This is an optimization exercise on Yosys and OpenROAD, whose aim is small area, a short achievable clock period and few clock cycles per item, not a production implementation. Only simulation tests tie the RTL to the original design; equivalence was not proved. Power figures rest on the tool's default switching activity, not on a simulated workload.

==> pepper <==
==> flow/design.v <==
`default_nettype none
package mips_isa_pkg;
  localparam int unsigned OPCODE_W  = 6;
  localparam int unsigned REG_IDX_W = 5;
  localparam int unsigned SHAMT_W   = 5;
  localparam int unsigned FUNCT_W   = 6;
  localparam int unsigned IMM_W     = 16;
  typedef logic [REG_IDX_W-1:0] reg_idx_t;
  typedef enum logic [OPCODE_W-1:0] {
    OP_RTYPE = 6'h00,
    OP_ADDI  = 6'h08,
    OP_LW    = 6'h23,
    OP_SW    = 6'h2b
  } opcode_t;
  typedef enum logic [FUNCT_W-1:0] {
    FN_ADD = 6'h20,
    FN_SUB = 6'h22,
    FN_AND = 6'h24,
    FN_OR  = 6'h25,
    FN_SLT = 6'h2a
  } funct_t;
  typedef struct packed {
    opcode_t            opcode;
    reg_idx_t           rs;
    reg_idx_t           rt;
    reg_idx_t           rd;
    logic [SHAMT_W-1:0] shamt;   
    funct_t             funct;
  } instr_r_t;
  typedef struct packed {
    opcode_t          opcode;
    reg_idx_t         rs;
    reg_idx_t         rt;
    logic [IMM_W-1:0] imm16;
  } instr_i_t;
  typedef union packed {
    instr_r_t r;
    instr_i_t i;
  } instr_t;
endpackage
`default_nettype wire
`default_nettype none
package mips_core_pkg;
  localparam int unsigned XLEN = 32;   
  typedef logic [XLEN-1:0] word_t;
  typedef enum logic [1:0] {
    ALU_OP_ADD   = 2'b00,   
    ALU_OP_SUB   = 2'b01,
    ALU_OP_FUNCT = 2'b10    
  } alu_op_t;
  typedef enum logic [2:0] {
    ALU_AND = 3'b000,
    ALU_OR  = 3'b001,
    ALU_ADD = 3'b010,
    ALU_SUB = 3'b110,
    ALU_SLT = 3'b111
  } alu_ctrl_t;
  typedef enum logic [1:0] {
    FWD_REG   = 2'b00,   
    FWD_EXMEM = 2'b01,   
    FWD_MEMWB = 2'b10    
  } fwd_sel_t;
endpackage
`default_nettype wire
`default_nettype none
module mips_core_top
#(
  parameter int unsigned IMEM_AW = 8,
  parameter int unsigned DMEM_AW = 6
) (
  input  wire logic          clk,
  input  wire logic          rst_n_i,
  input  wire mips_isa_pkg::instr_t        imem_data_i,
  output logic [IMEM_AW-1:0] imem_addr_o,
  output logic               wb_en_o,
  output mips_isa_pkg::reg_idx_t           wb_reg_o,
  output mips_core_pkg::word_t              wb_data_o
);
  logic        hold;       
  logic        ex_wr_q, ex_ld_q, ex_st_q;
  logic [4:0]  ex_d_q;
  logic        mem_wr_q, mem_ld_q, mem_st_q;
  logic [4:0]  mem_d_q;
  logic [31:0] r1_q;       
  logic [31:0] r2_q;       
  logic        wb_v_q;
  logic [4:0]  wb_d_q;
  logic [IMEM_AW-1:0] pc_q;
  logic [31:0]        ir_q;
  logic               ir_v_q;
  logic [31:1]        rs_oh_q, rt_oh_q;    
  logic               byp_s_q, byp_t_q;    
  always_ff @(posedge clk or negedge rst_n_i) begin
    if (!rst_n_i) begin
      pc_q   <= '0;
      ir_v_q <= 1'b0;
    end else begin
      if (!hold) pc_q <= pc_q + 1'b1;
      ir_v_q <= !hold;
    end
  end
  always_ff @(posedge clk) begin
    ir_q <= imem_data_i;
    for (int i = 1; i < 32; i++) begin
      rs_oh_q[i] <= (imem_data_i[25:21] == 5'(i));
      rt_oh_q[i] <= (imem_data_i[20:16] == 5'(i));
    end
  end
  always_ff @(posedge clk) begin
    byp_s_q <= mem_wr_q && (mem_d_q == imem_data_i[25:21]);
    byp_t_q <= mem_wr_q && (mem_d_q == imem_data_i[20:16]);
  end
  assign imem_addr_o = pc_q;
  logic [5:0]  op;
  logic [4:0]  rs, rt, rd;
  logic [5:0]  fn;
  logic [15:0] imm;
  assign op  = ir_q[31:26];
  assign rs  = ir_q[25:21];
  assign rt  = ir_q[20:16];
  assign rd  = ir_q[15:11];
  assign fn  = ir_q[5:0];
  assign imm = ir_q[15:0];
  logic is_r, is_addi, is_lw, is_sw;
  assign is_r    = (op == 6'h00);
  assign is_addi = (op == 6'h08);
  assign is_lw   = (op == 6'h23);
  assign is_sw   = (op == 6'h2b);
  logic [4:0] id_dest;
  logic       id_wr;
  assign id_dest = is_r ? rd : rt;
  assign id_wr   = ir_v_q && (is_r || is_addi || is_lw) && (id_dest != 5'd0);
  logic [5:0] nx_op;
  logic [4:0] nx_rs, nx_rt;
  assign nx_op = imem_data_i[31:26];
  assign nx_rs = imem_data_i[25:21];
  assign nx_rt = imem_data_i[20:16];
  assign hold  = is_lw && id_wr &&
                 ((id_dest == nx_rs) || ((nx_op == 6'h00) && (id_dest == nx_rt)));
  logic [31:0] rf_q [1:31];
  logic [31:0] rd_s, rd_t, rf_rs, rf_rt;
  always_comb begin
    rd_s = '0;
    rd_t = '0;
    for (int i = 1; i < 32; i++) begin
      rd_s = rd_s | ({32{rs_oh_q[i]}} & rf_q[i]);
      rd_t = rd_t | ({32{rt_oh_q[i]}} & rf_q[i]);
    end
    rf_rs = byp_s_q ? r2_q : rd_s;
    rf_rt = byp_t_q ? r2_q : rd_t;
  end
  always_ff @(posedge clk) begin
    for (int i = 1; i < 32; i++)
      if (wb_v_q && (wb_d_q == 5'(i))) rf_q[i] <= r2_q;
  end
  logic        ex_sub_q, ex_add_q, ex_and_q, ex_or_q, ex_slt_q;
  logic        ex_sa1_q, ex_sa2_q, ex_sa0_q;    
  logic        ex_sb1_q, ex_sb2_q, ex_sb0_q;    
  logic [31:0] ex_a_q, ex_b_q, ex_i_q;
  logic        id_sub, id_and, id_or, id_slt, id_fa1, id_fa2, id_fb1, id_fb2;
  assign id_sub = is_r && (fn == 6'h22);
  assign id_and = is_r && (fn == 6'h24);
  assign id_or  = is_r && (fn == 6'h25);
  assign id_slt = is_r && (fn == 6'h2a);
  assign id_fa1 = ex_wr_q && (ex_d_q == rs);
  assign id_fa2 = mem_wr_q && (mem_d_q == rs) && !id_fa1;
  assign id_fb1 = ex_wr_q && (ex_d_q == rt);
  assign id_fb2 = mem_wr_q && (mem_d_q == rt) && !id_fb1;
  always_ff @(posedge clk or negedge rst_n_i) begin
    if (!rst_n_i) begin
      ex_wr_q <= 1'b0;
      ex_st_q <= 1'b0;
      ex_ld_q <= 1'b0;
    end else begin
      ex_wr_q <= id_wr;
      ex_st_q <= ir_v_q && is_sw;
      ex_ld_q <= ir_v_q && is_lw;
    end
  end
  always_ff @(posedge clk) begin
    ex_sub_q <= id_sub || id_slt;
    ex_add_q <= !id_sub && !id_and && !id_or && !id_slt;
    ex_and_q <= id_and;
    ex_or_q  <= id_or;
    ex_slt_q <= id_slt;
    ex_sa1_q <= id_fa1;
    ex_sa2_q <= id_fa2;
    ex_sa0_q <= !id_fa1 && !id_fa2;
    ex_sb1_q <= is_r && id_fb1;
    ex_sb2_q <= is_r && id_fb2;
    ex_sb0_q <= !(is_r && (id_fb1 || id_fb2));
    ex_d_q   <= id_dest;
    ex_a_q   <= rf_rs;
    ex_b_q   <= is_r ? rf_rt : {{16{imm[15]}}, imm};
    ex_i_q   <= rf_rt;        
  end
  logic ex_si1_q, ex_si2_q, ex_si3_q;
  always_ff @(posedge clk) begin
    ex_si1_q <= id_fb1;
    ex_si2_q <= id_fb2;
  end
  logic [31:0] a, b, bx, sum, alu, sdat;
  logic        slt;
  assign a    = ({32{ex_sa1_q}} & r1_q) | ({32{ex_sa2_q}} & r2_q) | ({32{ex_sa0_q}} & ex_a_q);
  assign b    = ({32{ex_sb1_q}} & r1_q) | ({32{ex_sb2_q}} & r2_q) | ({32{ex_sb0_q}} & ex_b_q);
  assign bx   = ex_sub_q ? ~b : b;
  logic [31:0] pg [0:5];
  logic [31:0] gg [0:5];
  logic [31:0] cy;
  always_comb begin
    pg[0] = a ^ bx;
    gg[0] = a & bx;
    gg[0][0] = gg[0][0] | (pg[0][0] & ex_sub_q);
    for (int l = 0; l < 5; l++) begin
      for (int i = 0; i < 32; i++) begin
        if (i >= (1 << l)) begin
          gg[l+1][i] = gg[l][i] | (pg[l][i] & gg[l][i - (1 << l)]);
          pg[l+1][i] = pg[l][i] & pg[l][i - (1 << l)];
        end else begin
          gg[l+1][i] = gg[l][i];
          pg[l+1][i] = pg[l][i];
        end
      end
    end
    cy = {gg[5][30:0], ex_sub_q};
  end
  assign sum  = pg[0] ^ cy;
  assign slt  = (a[31] ^ b[31]) ? a[31] : sum[31];
  assign alu = ({32{ex_add_q || ex_sub_q && !ex_slt_q}} & sum)
             | ({32{ex_and_q}} & (a & b))
             | ({32{ex_or_q}}  & (a | b))
             | {31'd0, ex_slt_q & slt};
  assign sdat = ex_si1_q ? r1_q : ex_si2_q ? r2_q : ex_i_q;
  logic [31:0] mem_sd_q;
  logic        mem_sf_q;    
  always_ff @(posedge clk or negedge rst_n_i) begin
    if (!rst_n_i) begin
      mem_wr_q <= 1'b0;
      mem_ld_q <= 1'b0;
      mem_st_q <= 1'b0;
    end else begin
      mem_wr_q <= ex_wr_q;
      mem_ld_q <= ex_ld_q;
      mem_st_q <= ex_st_q;
    end
  end
  logic [63:0] wl_q, ws_q;
  always_ff @(posedge clk) begin
    for (int k = 0; k < 64; k++) begin
      wl_q[k] <= ex_ld_q && (sum[7:2] == 6'(k));
      ws_q[k] <= ex_st_q && (sum[7:2] == 6'(k));
    end
  end
  always_ff @(posedge clk) begin
    mem_d_q  <= ex_d_q;
    r1_q     <= alu;
    mem_sd_q <= sdat;
    mem_sf_q <= ex_st_q && mem_ld_q && mem_wr_q && ex_si1_q;
  end
  logic [31:0] dmem_q [64];
  logic [31:0] ld, mres, sd;
  always_comb begin
    ld = '0;
    for (int k = 0; k < 64; k++)
      ld = ld | ({32{wl_q[k]}} & dmem_q[k]);
  end
  assign mres = ld | ({32{!mem_ld_q}} & r1_q);
  assign sd   = mem_sf_q ? r2_q : mem_sd_q;
  always_ff @(posedge clk) begin
    for (int k = 0; k < 64; k++)
      if (ws_q[k]) dmem_q[k] <= sd;
  end
  always_ff @(posedge clk or negedge rst_n_i) begin
    if (!rst_n_i) wb_v_q <= 1'b0;
    else          wb_v_q <= mem_wr_q;
  end
  always_ff @(posedge clk) begin
    wb_d_q <= mem_d_q;
    r2_q   <= mres;
  end
  assign wb_en_o   = wb_v_q;
  assign wb_reg_o  = wb_d_q;
  assign wb_data_o = r2_q;
endmodule
`default_nettype wire
==> flow/run.sh <==
#!/bin/bash
# synth_recipe.tcl (not shown) runs the flow's synth.tcl, then flattens the netlist and writes it again
# the make line also repeats each setting of config.mk as NAME=value (left out here)
make -C /OpenROAD-flow-scripts/flow DESIGN_CONFIG=/design/flow/config.mk WORK_HOME=/design/flow/orfs CLKGATE_MAP_FILE= SYNTH_SCRIPT=/design/flow/synth_recipe.tcl finish
==> flow/config.mk <==
export PLATFORM = sky130hd
export DESIGN_NAME = mips_core_top
export DESIGN_NICKNAME = mips_core_top
export VERILOG_FILES = /design/flow/design.v
export SDC_FILE = /design/flow/constraint.sdc
export NUM_CORES = 4
export LEC_CHECK = 0
export CAP_MARGIN = 20
export CORE_MARGIN = 2
export CORE_UTILIZATION = 40
export CTS_CLUSTER_DIAMETER = 80
export CTS_CLUSTER_SIZE = 30
export SETUP_SLACK_MARGIN = 4.0
export SLEW_MARGIN = 20
export TNS_END_PERCENT = 5
==> flow/constraint.sdc <==
create_clock -name core_clock -period 7.0 [get_ports {clk}]
set_input_delay 1.4000 -clock core_clock [delete_from_list [all_inputs] [get_ports {clk}]]
set_output_delay 1.4000 -clock core_clock [all_outputs]
set_load 0.01 [all_outputs]
==> inputs of xenon, as changes to pepper <==
--- a/flow/design.v
+++ b/flow/design.v
@@ -245,10 +245,32 @@
     end
   end
-  logic [63:0] wl_q, ws_q;
-  always_ff @(posedge clk) begin
+  logic [7:0]  ap, ag;
+  logic        c2;
+  logic [1:0]  m2;         
+  logic [3:0]  mi [3:7];   
+  logic [63:0] wsel;
+  logic [63:0] wl_q;
+  assign ap = a[7:0] ^ ex_b_q[7:0];
+  assign ag = a[7:0] & ex_b_q[7:0];
+  assign c2 = ag[1] | (ap[1] & ag[0]);
+  assign m2[0] = (c2 == ap[2]);
+  assign m2[1] = (c2 != ap[2]);
+  always_comb begin
+    for (int i = 3; i < 8; i++) begin
+      for (int kk = 0; kk < 4; kk++) begin
+        mi[i][kk] = ((ag[i-1] | (ap[i-1] & !kk[0])) == (ap[i] ^ kk[1]));
+      end
+    end
+  end
+  always_comb begin
     for (int k = 0; k < 64; k++) begin
-      wl_q[k] <= ex_ld_q && (sum[7:2] == 6'(k));
-      ws_q[k] <= ex_st_q && (sum[7:2] == 6'(k));
-    end
+      wsel[k] = m2[k & 1];
+      for (int i = 3; i < 8; i++)
+        wsel[k] = wsel[k] & mi[i][((k >> (i - 2)) & 1) * 2 + ((k >> (i - 3)) & 1)];
+    end
+  end
+  always_ff @(posedge clk) begin
+    for (int k = 0; k < 64; k++)
+      wl_q[k] <= (ex_ld_q || ex_st_q) && wsel[k];
   end
   always_ff @(posedge clk) begin
@@ -269,5 +291,5 @@
   always_ff @(posedge clk) begin
     for (int k = 0; k < 64; k++)
-      if (ws_q[k]) dmem_q[k] <= sd;
+      if (mem_st_q && wl_q[k]) dmem_q[k] <= sd;
   end
   always_ff @(posedge clk or negedge rst_n_i) begin
--- a/flow/config.mk
+++ b/flow/config.mk
@@ -9,6 +9,6 @@
 export CORE_MARGIN = 2
 export CORE_UTILIZATION = 40
-export CTS_CLUSTER_DIAMETER = 80
-export CTS_CLUSTER_SIZE = 30
+export CTS_CLUSTER_DIAMETER = 60
+export CTS_CLUSTER_SIZE = 24
 export SETUP_SLACK_MARGIN = 4.0
 export SLEW_MARGIN = 20
==> inputs of amber, as changes to pepper <==
--- a/flow/design.v
+++ b/flow/design.v
@@ -157,5 +157,6 @@
   logic        ex_sa1_q, ex_sa2_q, ex_sa0_q;    
   logic        ex_sb1_q, ex_sb2_q, ex_sb0_q;    
-  logic [31:0] ex_a_q, ex_b_q, ex_i_q;
+  logic [31:0] ex_a_q, ex_b_q;
+  logic [7:0]  ex_imm_q;      
   logic        id_sub, id_and, id_or, id_slt, id_fa1, id_fa2, id_fb1, id_fb2;
   assign id_sub = is_r && (fn == 6'h22);
@@ -187,16 +188,11 @@
     ex_sa2_q <= id_fa2;
     ex_sa0_q <= !id_fa1 && !id_fa2;
-    ex_sb1_q <= is_r && id_fb1;
-    ex_sb2_q <= is_r && id_fb2;
-    ex_sb0_q <= !(is_r && (id_fb1 || id_fb2));
+    ex_sb1_q <= (is_r || is_sw) && id_fb1;
+    ex_sb2_q <= (is_r || is_sw) && id_fb2;
+    ex_sb0_q <= !((is_r || is_sw) && (id_fb1 || id_fb2));
     ex_d_q   <= id_dest;
     ex_a_q   <= rf_rs;
-    ex_b_q   <= is_r ? rf_rt : {{16{imm[15]}}, imm};
-    ex_i_q   <= rf_rt;        
-  end
-  logic ex_si1_q, ex_si2_q, ex_si3_q;
-  always_ff @(posedge clk) begin
-    ex_si1_q <= id_fb1;
-    ex_si2_q <= id_fb2;
+    ex_b_q   <= (is_r || is_sw) ? rf_rt : {{16{imm[15]}}, imm};
+    ex_imm_q <= imm[7:0];
   end
   logic [31:0] a, b, bx, sum, alu, sdat;
@@ -231,5 +227,5 @@
              | ({32{ex_or_q}}  & (a | b))
              | {31'd0, ex_slt_q & slt};
-  assign sdat = ex_si1_q ? r1_q : ex_si2_q ? r2_q : ex_i_q;
+  assign sdat = b;
   logic [31:0] mem_sd_q;
   logic        mem_sf_q;    
@@ -245,10 +241,32 @@
     end
   end
-  logic [63:0] wl_q, ws_q;
-  always_ff @(posedge clk) begin
+  logic [7:0]  ap, ag;
+  logic        c2;
+  logic [1:0]  m2;         
+  logic [3:0]  mi [3:7];   
+  logic [63:0] wsel;
+  logic [63:0] wl_q;
+  assign ap = a[7:0] ^ ex_imm_q;
+  assign ag = a[7:0] & ex_imm_q;
+  assign c2 = ag[1] | (ap[1] & ag[0]);
+  assign m2[0] = (c2 == ap[2]);
+  assign m2[1] = (c2 != ap[2]);
+  always_comb begin
+    for (int i = 3; i < 8; i++) begin
+      for (int kk = 0; kk < 4; kk++) begin
+        mi[i][kk] = ((ag[i-1] | (ap[i-1] & !kk[0])) == (ap[i] ^ kk[1]));
+      end
+    end
+  end
+  always_comb begin
     for (int k = 0; k < 64; k++) begin
-      wl_q[k] <= ex_ld_q && (sum[7:2] == 6'(k));
-      ws_q[k] <= ex_st_q && (sum[7:2] == 6'(k));
-    end
+      wsel[k] = m2[k & 1];
+      for (int i = 3; i < 8; i++)
+        wsel[k] = wsel[k] & mi[i][((k >> (i - 2)) & 1) * 2 + ((k >> (i - 3)) & 1)];
+    end
+  end
+  always_ff @(posedge clk) begin
+    for (int k = 0; k < 64; k++)
+      wl_q[k] <= (ex_ld_q || ex_st_q) && wsel[k];
   end
   always_ff @(posedge clk) begin
@@ -256,5 +274,5 @@
     r1_q     <= alu;
     mem_sd_q <= sdat;
-    mem_sf_q <= ex_st_q && mem_ld_q && mem_wr_q && ex_si1_q;
+    mem_sf_q <= ex_st_q && mem_ld_q && mem_wr_q && ex_sb1_q;
   end
   logic [31:0] dmem_q [64];
@@ -269,5 +287,5 @@
   always_ff @(posedge clk) begin
     for (int k = 0; k < 64; k++)
-      if (ws_q[k]) dmem_q[k] <= sd;
+      if (mem_st_q && wl_q[k]) dmem_q[k] <= sd;
   end
   always_ff @(posedge clk or negedge rst_n_i) begin
--- a/flow/config.mk
+++ b/flow/config.mk
@@ -9,6 +9,6 @@
 export CORE_MARGIN = 2
 export CORE_UTILIZATION = 40
-export CTS_CLUSTER_DIAMETER = 80
-export CTS_CLUSTER_SIZE = 30
+export CTS_CLUSTER_DIAMETER = 60
+export CTS_CLUSTER_SIZE = 24
 export SETUP_SLACK_MARGIN = 4.0
 export SLEW_MARGIN = 20
==> inputs of quartz, as changes to pepper <==
--- a/flow/design.v
+++ b/flow/design.v
@@ -80,5 +80,5 @@
   logic        ex_wr_q, ex_ld_q, ex_st_q;
   logic [4:0]  ex_d_q;
-  logic        mem_wr_q, mem_ld_q, mem_st_q;
+  logic        mem_wr_q, mem_ld_q;
   logic [4:0]  mem_d_q;
   logic [31:0] r1_q;       
@@ -157,5 +157,6 @@
   logic        ex_sa1_q, ex_sa2_q, ex_sa0_q;    
   logic        ex_sb1_q, ex_sb2_q, ex_sb0_q;    
-  logic [31:0] ex_a_q, ex_b_q, ex_i_q;
+  logic [31:0] ex_a_q, ex_b_q;
+  logic [7:0]  ex_imm_q;      
   logic        id_sub, id_and, id_or, id_slt, id_fa1, id_fa2, id_fb1, id_fb2;
   assign id_sub = is_r && (fn == 6'h22);
@@ -187,16 +188,11 @@
     ex_sa2_q <= id_fa2;
     ex_sa0_q <= !id_fa1 && !id_fa2;
-    ex_sb1_q <= is_r && id_fb1;
-    ex_sb2_q <= is_r && id_fb2;
-    ex_sb0_q <= !(is_r && (id_fb1 || id_fb2));
+    ex_sb1_q <= (is_r || is_sw) && id_fb1;
+    ex_sb2_q <= (is_r || is_sw) && id_fb2;
+    ex_sb0_q <= !((is_r || is_sw) && (id_fb1 || id_fb2));
     ex_d_q   <= id_dest;
     ex_a_q   <= rf_rs;
-    ex_b_q   <= is_r ? rf_rt : {{16{imm[15]}}, imm};
-    ex_i_q   <= rf_rt;        
-  end
-  logic ex_si1_q, ex_si2_q, ex_si3_q;
-  always_ff @(posedge clk) begin
-    ex_si1_q <= id_fb1;
-    ex_si2_q <= id_fb2;
+    ex_b_q   <= (is_r || is_sw) ? rf_rt : {{16{imm[15]}}, imm};
+    ex_imm_q <= imm[7:0];
   end
   logic [31:0] a, b, bx, sum, alu, sdat;
@@ -231,5 +227,5 @@
              | ({32{ex_or_q}}  & (a | b))
              | {31'd0, ex_slt_q & slt};
-  assign sdat = ex_si1_q ? r1_q : ex_si2_q ? r2_q : ex_i_q;
+  assign sdat = b;
   logic [31:0] mem_sd_q;
   logic        mem_sf_q;    
@@ -238,16 +234,39 @@
       mem_wr_q <= 1'b0;
       mem_ld_q <= 1'b0;
-      mem_st_q <= 1'b0;
     end else begin
       mem_wr_q <= ex_wr_q;
       mem_ld_q <= ex_ld_q;
-      mem_st_q <= ex_st_q;
-    end
-  end
-  logic [63:0] wl_q, ws_q;
-  always_ff @(posedge clk) begin
+    end
+  end
+  logic [7:0]  ap, ag;
+  logic        c2;
+  logic [1:0]  m2;         
+  logic [3:0]  mi [3:7];   
+  logic [63:0] wsel;
+  logic [63:0] wl_q;       
+  logic [63:0] ws_q;       
+  assign ap = a[7:0] ^ ex_imm_q;
+  assign ag = a[7:0] & ex_imm_q;
+  assign c2 = ag[1] | (ap[1] & ag[0]);
+  assign m2[0] = (c2 == ap[2]);
+  assign m2[1] = (c2 != ap[2]);
+  always_comb begin
+    for (int i = 3; i < 8; i++) begin
+      for (int kk = 0; kk < 4; kk++) begin
+        mi[i][kk] = ((ag[i-1] | (ap[i-1] & !kk[0])) == (ap[i] ^ kk[1]));
+      end
+    end
+  end
+  always_comb begin
     for (int k = 0; k < 64; k++) begin
-      wl_q[k] <= ex_ld_q && (sum[7:2] == 6'(k));
-      ws_q[k] <= ex_st_q && (sum[7:2] == 6'(k));
+      wsel[k] = m2[k & 1];
+      for (int i = 3; i < 8; i++)
+        wsel[k] = wsel[k] & mi[i][((k >> (i - 2)) & 1) * 2 + ((k >> (i - 3)) & 1)];
+    end
+  end
+  always_ff @(posedge clk) begin
+    for (int k = 0; k < 64; k++) begin
+      wl_q[k] <= ex_ld_q && wsel[k];
+      ws_q[k] <= ex_st_q && wsel[k];
     end
   end
@@ -256,5 +275,5 @@
     r1_q     <= alu;
     mem_sd_q <= sdat;
-    mem_sf_q <= ex_st_q && mem_ld_q && mem_wr_q && ex_si1_q;
+    mem_sf_q <= ex_st_q && mem_ld_q && mem_wr_q && ex_sb1_q;
   end
   logic [31:0] dmem_q [64];
==> flow/flow/run.sh (new file) <==
#!/bin/bash
# Own flow: the standard ORFS flow (standard.sh, all steps unchanged)
# with two additions:
#  - the port buffers are buf_4 cells (the default pick is a slow delay cell)
#  - after global routing, one more setup repair over every endpoint below
#    the margin (post_grt.tcl), then legalization and incremental routing
# The make output goes to standard.log; ORFS keeps each step's log under
# orfs/logs.
set -euo pipefail
here=$(cd "$(dirname "$0")" && pwd)
export BUFFER_PORTS_ARGS="-buffer_cell sky130_fd_sc_hd__buf_4"
export POST_GLOBAL_ROUTE_TCL="$here/post_grt.tcl"
export EXTRA_SETUP_MARGIN=3.8
export EXTRA_TNS=100
bash standard.sh > standard.log 2>&1
==> flow/flow/post_grt.tcl (new file) <==
# own flow: after global routing, a second setup repair over every endpoint
# below the margin, then legalize and update the global routes
puts "own flow: extra setup repair after global route, margin $::env(EXTRA_SETUP_MARGIN)"
estimate_parasitics -global_routing
report_worst_slack
global_route -start_incremental
repair_timing -setup -setup_margin $::env(EXTRA_SETUP_MARGIN) -repair_tns $::env(EXTRA_TNS) -verbose
detailed_placement
global_route -end_incremental
estimate_parasitics -global_routing
report_worst_slack
==> flow/standard.sh (new file) <==
#!/bin/bash
# synth_recipe.tcl (not shown) runs the flow's synth.tcl, then flattens the netlist and writes it again
# the make line also repeats each setting of config.mk as NAME=value (left out here)
make -C /OpenROAD-flow-scripts/flow DESIGN_CONFIG=/design/flow/config.mk WORK_HOME=/design/flow/orfs CLKGATE_MAP_FILE= SYNTH_SCRIPT=/design/flow/synth_recipe.tcl "${@:-finish}"
--- a/flow/config.mk
+++ b/flow/config.mk
@@ -9,6 +9,6 @@
 export CORE_MARGIN = 2
 export CORE_UTILIZATION = 40
-export CTS_CLUSTER_DIAMETER = 80
-export CTS_CLUSTER_SIZE = 30
+export CTS_CLUSTER_DIAMETER = 60
+export CTS_CLUSTER_SIZE = 24
 export SETUP_SLACK_MARGIN = 4.0
 export SLEW_MARGIN = 20
removed: flow/run.sh
==> comparison table <==
Number of tapcells: amber 4180; pepper 4305; quartz 4305; xenon 4305
Post-Route Utilization: amber 0.4558; pepper 0.4448; quartz 0.4506; xenon 0.4574
Met1 Usage GRT: amber 0.4389; pepper 0.4314; quartz 0.4297; xenon 0.4382
Max Clock Freq: amber 275.4 MHz; pepper 259.7 MHz; quartz 298.2 MHz; xenon 282.3 MHz
Status: amber complete, but fails checks; pepper timing/DRC/antenna clean; quartz timing/DRC/antenna clean; xenon timing/DRC/antenna clean
Layout check failures: amber antenna violations; pepper -; quartz -; xenon -
Critical-path maximum fanout: amber 3; pepper 8; quartz 15; xenon 20
Post-route standard cell area excluding fillers: amber 0.1449 mm²; pepper 0.1430 mm²; quartz 0.1446 mm²; xenon 0.1467 mm²
Number of non-clock inverters: amber 73; pepper 79; quartz 68; xenon 80
First-pass GRT wire length: amber 771.5 mm; pepper 763.0 mm; quartz 766.1 mm; xenon 780.8 mm
Cell count after synthesis: amber 7664; pepper 7770; quartz 7743; xenon 7784
Detailed-route wire length on metal 1: amber 192.9 mm; pepper 190.1 mm; quartz 191.0 mm; xenon 192.5 mm
Placed Cells: amber 11780; pepper 12010; quartz 12007; xenon 11998
Buffers and inverters on the worst path: amber 2; pepper 3; quartz 2; xenon 2
Switching share of total power: amber 0.2613; pepper 0.2613; quartz 0.2596; xenon 0.2701
Testbench counts of pepper, summed over its fixed seeds: cycles 19,426, instrs 18,432.
Testbench counts of xenon, summed over its fixed seeds: cycles 19,426, instrs 18,432.
Testbench counts of amber, summed over its fixed seeds: cycles 19,426, instrs 18,432.
Testbench counts of quartz, summed over its fixed seeds: cycles 19,426, instrs 18,432.

-- static timing again, ports no longer ideal --
No port has a modelled driver above. Below, the same layouts with a new extraction and two added sets of constraints. Step 1 assumes that a clkbuf_16 drives the clock port and a buf_2 every other input. Step 2, shift: input delay + t, output delay - t, t = (earliest + latest rising clock arrival at the registers) / 2. This alone moves slack from input paths to output paths. a / b / c = ideal / step 1 / step 2; a / b = the first two.
| run | shift t [ns] | slack for setup (ns) | worst data-port slew with drivers (ns) |
|---|---|---|---|
| pepper | 1.003 | 3.149 / 3.108 / 2.955 | 0.07 |
| xenon | 1.037 | 3.458 / 3.458 / 3.262 | 0.08 |
| amber | 1.042 | 3.369 / 3.369 / 3.163 | 0.12 |
| quartz | 1.037 | 3.647 / 3.647 / 3.349 | 0.11 |
The setup slack of quartz, which loses most, moves by 0.000 ns with the drivers and by -0.298 ns with both steps.
